Source: an optimization exercise on an open RTL-to-GDS flow (aim: small area, a short achievable clock period and few clock cycles). Production flows keep margins and buffers that such runs may drop. The RTL was checked by simulation tests, not by an equivalence proof against the original design.

### flow/config.mk
export PLATFORM = sky130hd
export DESIGN_NAME = mem_ctrl_top
export DESIGN_NICKNAME = mem_ctrl_top
export VERILOG_FILES = /design/flow/design.v
export SDC_FILE = /design/flow/constraint.sdc
export NUM_CORES = 4
export LEC_CHECK = 0
export CAP_MARGIN = 20
export CORE_MARGIN = 2
export CORE_UTILIZATION = 40
export SLEW_MARGIN = 20
### flow/constraint.sdc
create_clock -name core_clock -period 5.0 [get_ports {clk}]
set_input_delay 1.0000 -clock core_clock [delete_from_list [all_inputs] [get_ports {clk}]]
set_output_delay 1.0000 -clock core_clock [all_outputs]
set_load 0.01 [all_outputs]
### flow/design.v
`timescale 1ns/1ns
package mem_ctrl_pkg;
    localparam int addr_width = 32;
    localparam int data_width = 32;
    localparam int sb_depth       = 8;
    localparam int sb_index_width = 3;
    typedef logic [addr_width-1:0] addr_t;
    typedef logic [data_width-1:0] word_t;
    typedef logic [7:0]            byte_t;
    typedef enum logic [1:0] {
        size_byte = 2'd0,
        size_half = 2'd1,
        size_word = 2'd2
    } access_size_t;
    typedef enum logic [2:0] {
        op_lb  = 3'd0,
        op_lh  = 3'd1,
        op_lw  = 3'd2,
        op_lbu = 3'd3,
        op_lhu = 3'd4
    } load_op_t;
    typedef struct packed {
        addr_t        addr;
        word_t        data;
        access_size_t size;
    } store_entry_t;
    typedef struct packed {
        logic         write;
        addr_t        addr;
        access_size_t size;
        word_t        data;
    } burst_req_t;
    typedef struct packed {
        logic  write;
        addr_t addr;
        byte_t wdata;
    } ram_bus_t;
endpackage
`timescale 1ns/1ns
module mem_ctrl_top (
    input  logic        clk,
    input  logic        rst,
    output logic        ram_write,
    output logic [31:0] ram_addr,
    output logic [7:0]  ram_wdata,
    input  logic [7:0]  ram_rdata,
    input  logic        fetch_req,
    input  logic [31:0] fetch_pc,
    output logic        fetch_valid,
    output logic [31:0] fetch_inst,
    input  logic        load_req,
    input  logic [2:0]  load_op,
    input  logic [31:0] load_addr,
    output logic        load_valid,
    output logic [31:0] load_value,
    input  logic        commit_valid,
    input  logic [31:0] commit_addr,
    input  logic [31:0] commit_data,
    input  logic [1:0]  commit_size,
    output logic        buffer_full,
    input  logic        rollback
);
    localparam int SB_N = 7;
    logic [31:0] sb_addr [0:SB_N-1];
    logic [31:0] sb_data [0:SB_N-1];
    logic [1:0]  sb_last [0:SB_N-1];
    logic [2:0]  sb_head;
    logic [2:0]  sb_tail;
    logic [2:0]  sb_cnt;
    logic        fetch_pend;
    logic [31:0] fetch_addr_q;
    logic        load_pend;
    logic [31:0] load_addr_q;
    logic [2:0]  load_op_q;
    logic        bus_rd;        
    logic        bus_ld;        
    logic [1:0]  bus_lane;
    logic [1:0]  bus_lastidx;
    logic [23:0] st_data;       
    logic        ret_v;
    logic        ret_ld;
    logic [1:0]  ret_lane;
    logic        ret_last;
    logic        ret_sgn;
    logic [31:0] res;
    assign fetch_inst  = res;
    assign load_value  = res;
    assign buffer_full = (sb_cnt == 3'(SB_N));
    function automatic logic [2:0] ptr_inc(input logic [2:0] p);
        ptr_inc = (p == 3'(SB_N - 1)) ? 3'd0 : p + 3'd1;
    endfunction
    function automatic logic [1:0] size_last(input logic [1:0] sz);
        case (sz)
            2'd0:    size_last = 2'd0;
            2'd1:    size_last = 2'd1;
            default: size_last = 2'd3;
        endcase
    endfunction
    function automatic logic [1:0] op_last(input logic [2:0] op);
        case (op)
            3'd0, 3'd3: op_last = 2'd0;
            3'd1, 3'd4: op_last = 2'd1;
            default:    op_last = 2'd3;
        endcase
    endfunction
    logic bus_last;
    logic bus_st;
    assign bus_last = (bus_lane == bus_lastidx);
    assign bus_st   = ram_write;
    logic cont_st, cont_rd, start_st, start_f, start_l;
    always_comb begin
        cont_st  = bus_st && !bus_last;
        cont_rd  = bus_rd && !bus_last && !rollback;
        start_st = !cont_st && !cont_rd && (sb_cnt != 3'd0);
        start_f  = !cont_st && !cont_rd && (sb_cnt == 3'd0) && (fetch_pend || fetch_req) && !rollback;
        start_l  = !cont_st && !cont_rd && (sb_cnt == 3'd0) && !(fetch_pend || fetch_req)
                   && load_pend && !rollback;
    end
    always_ff @(posedge clk) begin
        if (rst) begin
            sb_head <= 3'd0;
            sb_tail <= 3'd0;
            sb_cnt  <= 3'd0;
        end else begin
            if (commit_valid) sb_tail <= ptr_inc(sb_tail);
            if (start_st)     sb_head <= ptr_inc(sb_head);
            case ({commit_valid, start_st})
                2'b10:   sb_cnt <= sb_cnt + 3'd1;
                2'b01:   sb_cnt <= sb_cnt - 3'd1;
                default: sb_cnt <= sb_cnt;
            endcase
        end
    end
    always_ff @(posedge clk) begin
        if (commit_valid) begin
            sb_addr[sb_tail] <= commit_addr;
            sb_data[sb_tail] <= commit_data;
            sb_last[sb_tail] <= size_last(commit_size);
        end
    end
    always_ff @(posedge clk) begin
        if (rst) begin
            fetch_pend <= 1'b0;
            load_pend  <= 1'b0;
        end else begin
            if (fetch_req)               fetch_pend <= 1'b1;
            if (start_f || rollback)     fetch_pend <= 1'b0;
            if (load_req)                load_pend  <= 1'b1;
            if (start_l || rollback)     load_pend  <= 1'b0;
        end
    end
    always_ff @(posedge clk) begin
        if (fetch_req) fetch_addr_q <= fetch_pc;
        if (load_req) begin
            load_addr_q <= load_addr;
            load_op_q   <= load_op;
        end
    end
    always_ff @(posedge clk) begin
        if (rst) begin
            ram_write <= 1'b0;
            bus_rd    <= 1'b0;
        end else begin
            ram_write <= cont_st || start_st;
            bus_rd    <= cont_rd || start_f || start_l;
        end
    end
    always_ff @(posedge clk) begin
        if (cont_st || cont_rd) begin
            ram_addr  <= ram_addr + 32'd1;
            bus_lane  <= bus_lane + 2'd1;
            ram_wdata <= st_data[7:0];
            st_data   <= {8'd0, st_data[23:8]};
        end else if (start_st) begin
            ram_addr    <= sb_addr[sb_head];
            ram_wdata   <= sb_data[sb_head][7:0];
            st_data     <= sb_data[sb_head][31:8];
            bus_lane    <= 2'd0;
            bus_lastidx <= sb_last[sb_head];
        end else if (start_f) begin
            ram_addr    <= fetch_pend ? fetch_addr_q : fetch_pc;
            bus_lane    <= 2'd0;
            bus_lastidx <= 2'd3;
            bus_ld      <= 1'b0;
        end else if (start_l) begin
            ram_addr    <= load_addr_q;
            bus_lane    <= 2'd0;
            bus_lastidx <= op_last(load_op_q);
            bus_ld      <= 1'b1;
        end
    end
    always_ff @(posedge clk) begin
        if (rst) begin
            ret_v <= 1'b0;
        end else begin
            ret_v <= bus_rd && !rollback;
        end
        ret_ld   <= bus_ld;
        ret_lane <= bus_lane;
        ret_last <= bus_last;
        ret_sgn  <= bus_ld && (load_op_q == 3'd0 || load_op_q == 3'd1);
    end
    logic fill;
    assign fill = ret_sgn && ram_rdata[7];
    always_ff @(posedge clk) begin
        if (ret_v) begin
            for (int j = 0; j < 4; j++) begin
                if (ret_lane == 2'(j)) begin
                    res[8*j +: 8] <= ram_rdata;
                end else if (ret_last && ret_lane < 2'(j)) begin
                    res[8*j +: 8] <= {8{fill}};
                end
            end
        end
    end
    always_ff @(posedge clk) begin
        if (rst) begin
            fetch_valid <= 1'b0;
            load_valid  <= 1'b0;
        end else begin
            fetch_valid <= ret_v && ret_last && !ret_ld && !rollback;
            load_valid  <= ret_v && ret_last && ret_ld && !rollback;
        end
    end
endmodule
### flow/run.sh
#!/bin/bash
# synth_recipe.tcl (not shown) runs the flow's synth.tcl, then flattens the netlist and writes it again
# the make line also repeats each setting of config.mk as NAME=value (left out here)
make -C /OpenROAD-flow-scripts/flow DESIGN_CONFIG=/design/flow/config.mk WORK_HOME=/design/flow/orfs CLKGATE_MAP_FILE= SYNTH_SCRIPT=/design/flow/synth_recipe.tcl finish
==> flow_summary.ini <==
[worst_setup_path]
r2r_slack_ns = 2.14
rr_endpoint = ram_addr[29]
rr_worst_depth = 5
worstPathRequired_ns = 5.31
crit_path_start_kind = primary input
crit_chain = clkdlybuf4s50_1, buf_4, nor2b_1, o2bb2a_4, nor2_1, nand2_1, buf_12
path_class = primary input to flip-flop
crit_fanout = 48
crit_arrival_ns = 3.48
critPathSlowestCell = nand2_1
critPathCaptureType = flip-flop
slowest_delay_ns = 0.58
crit_path_start = rollback
crit_path_end = ram_addr[28]

[floorplan]
rows = 93
die_w_um = 260
core_um2 = 64700
start_util = 0.406
die_area_um2 = 67800
io_pins = 255
dieHeight_um = 260

[pwr]
combPwrFrac = 0.220
power_mw = 16.2
leakagePower_nw = 10.2
max-vdd-ir-drop_mv = 0.371
p_per_area_nw_per_um2 = 506
swShare = 0.285
clock_power_share = 0.330
p_seq_frac = 0.450
p_switching_mw = 4.62
p_int_mw = 11.6

[place]
hpwlAfterDp_mm = 39.2
io_buffers = 254
gp_congestion = 0.867

[clock_network]
htree_levels = 3
clkSinkCount = 654
post_cts_buffers = 0
ctsResizeCount = 0
worstSkewPairLatency_ns = 0.61
cts_hold_buf = 0
cts-buffers-inserted = 70
clk_pin_slew_worst_paths_ns = 0.06
cts_max_path_buffers = 3
cts_tree = built
cts_root_buf = clkbuf_16

[run_status]
status = no timing/DRC/antenna violations

[route]
via_count = 14600
routed_wirelength_mm = 62.0
vias_per_cell = 5.33
wl_per_cell_um = 22.6
firstDrtPassIters = 5
drt_iter0_drc = 1315
drtAntennaViolNets = 0
drc = 0

[logic_synthesis]
synth_edf_count = 622
synthFlopType = edfxtp_1
ys_ff_latch = 654
syn_avg_cell_area_um2 = 16.5
yosysWarnings = 1
syn-instance-count = 1592
synthArstFlopShare = 0
synth_fp_nets = 1742
ys_seq_area_frac = 0.735
synth_cell_types = 60
synth_area_um2 = 26300

[sta]
drv_slew = 0
period_needed_ns = 3.17
rsz0062_at_grt = no
timing.fmax_mhz = 315
whs_ns = 0.396
hold_viol_final = 0
setup_viol = 0
finalCritPeriodShare = 0.635
tns_ns = 0
slew_headroom = 0.277
tightest_slew_ns = 1.08
skew_ns = 0.0273

[hold_path]
min_path_type = flip-flop to flip-flop

[global_routing]
grt_use_total = 0.182
grt_pass1_vias = 14700
met3_usage = 0.0382
overflow = 0
met1_usage = 0.247
busiest_layer = met2
grt_first_pass_wirelength_mm = 92.3
use_met2 = 0.296
grt_max_degree = 67
grt_antenna_before_repair = 3

[cells_and_area]
area_growth_pct = 21.9
nets = 1978
utilization = 0.495
drive_gt1_frac = 0.136

[run]
cap_viol_max_count = 0
[flip-flops by register name, indices dropped and copies added, names as in the netlist, 2 cells and up, named ones only]
| name | cells |
|---|---|
| bus_lastidx | 2 |
| ram_addr | 32 |
| ret_lane | 2 |
| sb_data | 224 |
| res | 32 |
| sb_last | 14 |
| sb_head | 3 |
| sb_tail | 3 |
| st_data | 24 |
| fetch_addr_q | 32 |
| load_op_q | 3 |
| bus_lane | 2 |
| ram_wdata | 8 |
| sb_addr | 224 |
| load_addr_q | 32 |
| sb_cnt | 3 |
[routing by layer]
layer,part of all wire,vias up
met3,0.066,109
met4,0.028,6
met1,0.43,7352
li1,-,6679
met5,0.00045,-
met2,0.47,473
[placed cells by master, fill, tap and decap left out, types with 7 or more instances in the layout]
master           instances
clkbuf_1                13
buf_12                   7
buf_4                   26
mux4_2                  66
dfxtp_1                 29
a211oi_1                29
a21o_1                  15
mux2i_1                112
xnor2_1                 14
nand2_1                147
mux2_2                  17
inv_1                   10
clkdlybuf4s50_1        252
and3_1                   7
or2_2                    9
o22ai_1                 19
o21a_1                   7
nor2_1                  38
nor2b_1                 17
nand4_1                 12
o21ai_0                106
xor2_1                  19
edfxtp_1               622
o221ai_1                10
bufinv_16               10
o211ai_1                17
clkinv_1                10
nand2b_1                 7
a21oi_1                 54
clkinv_2                10
a221oi_1                11
clkbuf_16               73
[layout make-up]
class,count,area (µm²)
fillers,5435,32700
flip-flops and latches,654,19300
inverters,10,37.5
repair buffers,287,2870
well taps,855,1070
clock buffers,91,1940
multi-input cells,805,6340
clock inverters,38,454
diodes,1,2.50
[power by group through the flow]
stage	Clock [mW]	Sequential (mW)	Combinational (mW)
after floorplan	0	7.22	2.23
after global placement	0	7.39	3.52
after detailed placement	0	7.40	3.57
after CTS	5.47	7.30	3.59
after global routing	5.67	7.36	3.87
final	5.35	7.30	3.56
[synthesized netlist by cell type, drive strengths merged, types with 7 or more instances]
| cell | count | area (µm²) |
|---|---|---|
| a211oi | 29 | 218 |
| a21o | 15 | 113 |
| a21oi | 54 | 270 |
| a221oi | 11 | 96.3 |
| and3 | 8 | 51.3 |
| buf | 65 | 445 |
| clkbuf | 58 | 218 |
| dfxtp | 32 | 641 |
| edfxtp | 622 | 18700 |
| inv | 10 | 37.5 |
| mux2 | 17 | 191 |
| mux2i | 112 | 1120 |
| mux4 | 66 | 1490 |
| nand2 | 147 | 552 |
| nand2b | 7 | 43.8 |
| nand3 | 8 | 57.6 |
| nand4 | 13 | 87.6 |
| nor2 | 44 | 173 |
| nor2b | 17 | 106 |
| nor3 | 9 | 56.3 |
| o211ai | 17 | 128 |
| o21a | 7 | 52.6 |
| o21ai | 106 | 531 |
| o221ai | 10 | 87.6 |
| o22ai | 19 | 119 |
| or2 | 9 | 56.3 |
| xnor2 | 14 | 123 |
| xor2 | 19 | 166 |
[through the flow]
step           setup slack [ns]  cells  instance area [µm²]
5_1_grt                    1.67   2740                32000
6_report                   1.83   2741                32000
3_5_place_dp               1.24   2611                29600
4_1_cts                    1.88   2740                32000
2_1_floorplan             0.589   1592                26300
3_3_place_gp               1.30   2611                29600
[worst min-delay path by stage]
stage	start	end	slack, ns	cells past startpoint
2_1_floorplan	bus_ld	ret_ld	0.34	0
3_3_place_gp	bus_ld	ret_ld	0.39	0
3_5_place_dp	bus_ld	ret_ld	0.38	0
4_1_cts	bus_ld	ret_ld	0.40	0
5_1_grt	bus_ld	ret_ld	0.40	0
6_report	bus_ld	ret_ld	0.40	0
[worst max-delay path, delay by kind of cell]
kind,cells,cell delay [ns]
AO/OA/AOI/OAI,1,0.55
buffers and inverters,3,0.87
AND/OR/NAND/NOR,3,1.04
[cells by family (layout without fill, tap and decap cells)]
group           Yosys count  count (layout)  share of synthesized area
fa+ha+maj                 3               3                    0.00171
xor+xnor                 33              33                     0.0110
compound gates          291             291                     0.0685
buf+inv                 133             426                     0.0267
mux                     195             195                      0.106
simple gates            283             283                     0.0507
flops                   654             654                      0.735
other cells               0               1                          0
Testbench counts, summed over its fixed seeds: cycles 81,579.

-- separate check: timing with driven ports --
In the flow no input, the clock included, has a driving cell. The finished layout below was timed again as built, in two steps. Step 1 (the two cells are an assumption about what drives the block):
set clk [get_ports {clk}]
set_driving_cell -lib_cell sky130_fd_sc_hd__clkbuf_16 $clk
set_driving_cell -lib_cell sky130_fd_sc_hd__buf_2 [delete_from_list [all_inputs] $clk]
Step 2 adds t to the input delays and takes it off the output delays; t is the mean of the earliest and latest rising clock arrival at the registers after step 1. Input paths then give back, and output paths get back, about the clock's delay inside the block. Three values: ideal, step 1, step 2; two values: the first two.
shift t [ns]: 0.658
slack for setup (ns): 1.826 / 1.858 / 1.200
worst setup path at the end: input to register
After both steps this run still meets setup and hold. The setup slack of this run moves by +0.032 ns with the drivers and by -0.626 ns with both steps.
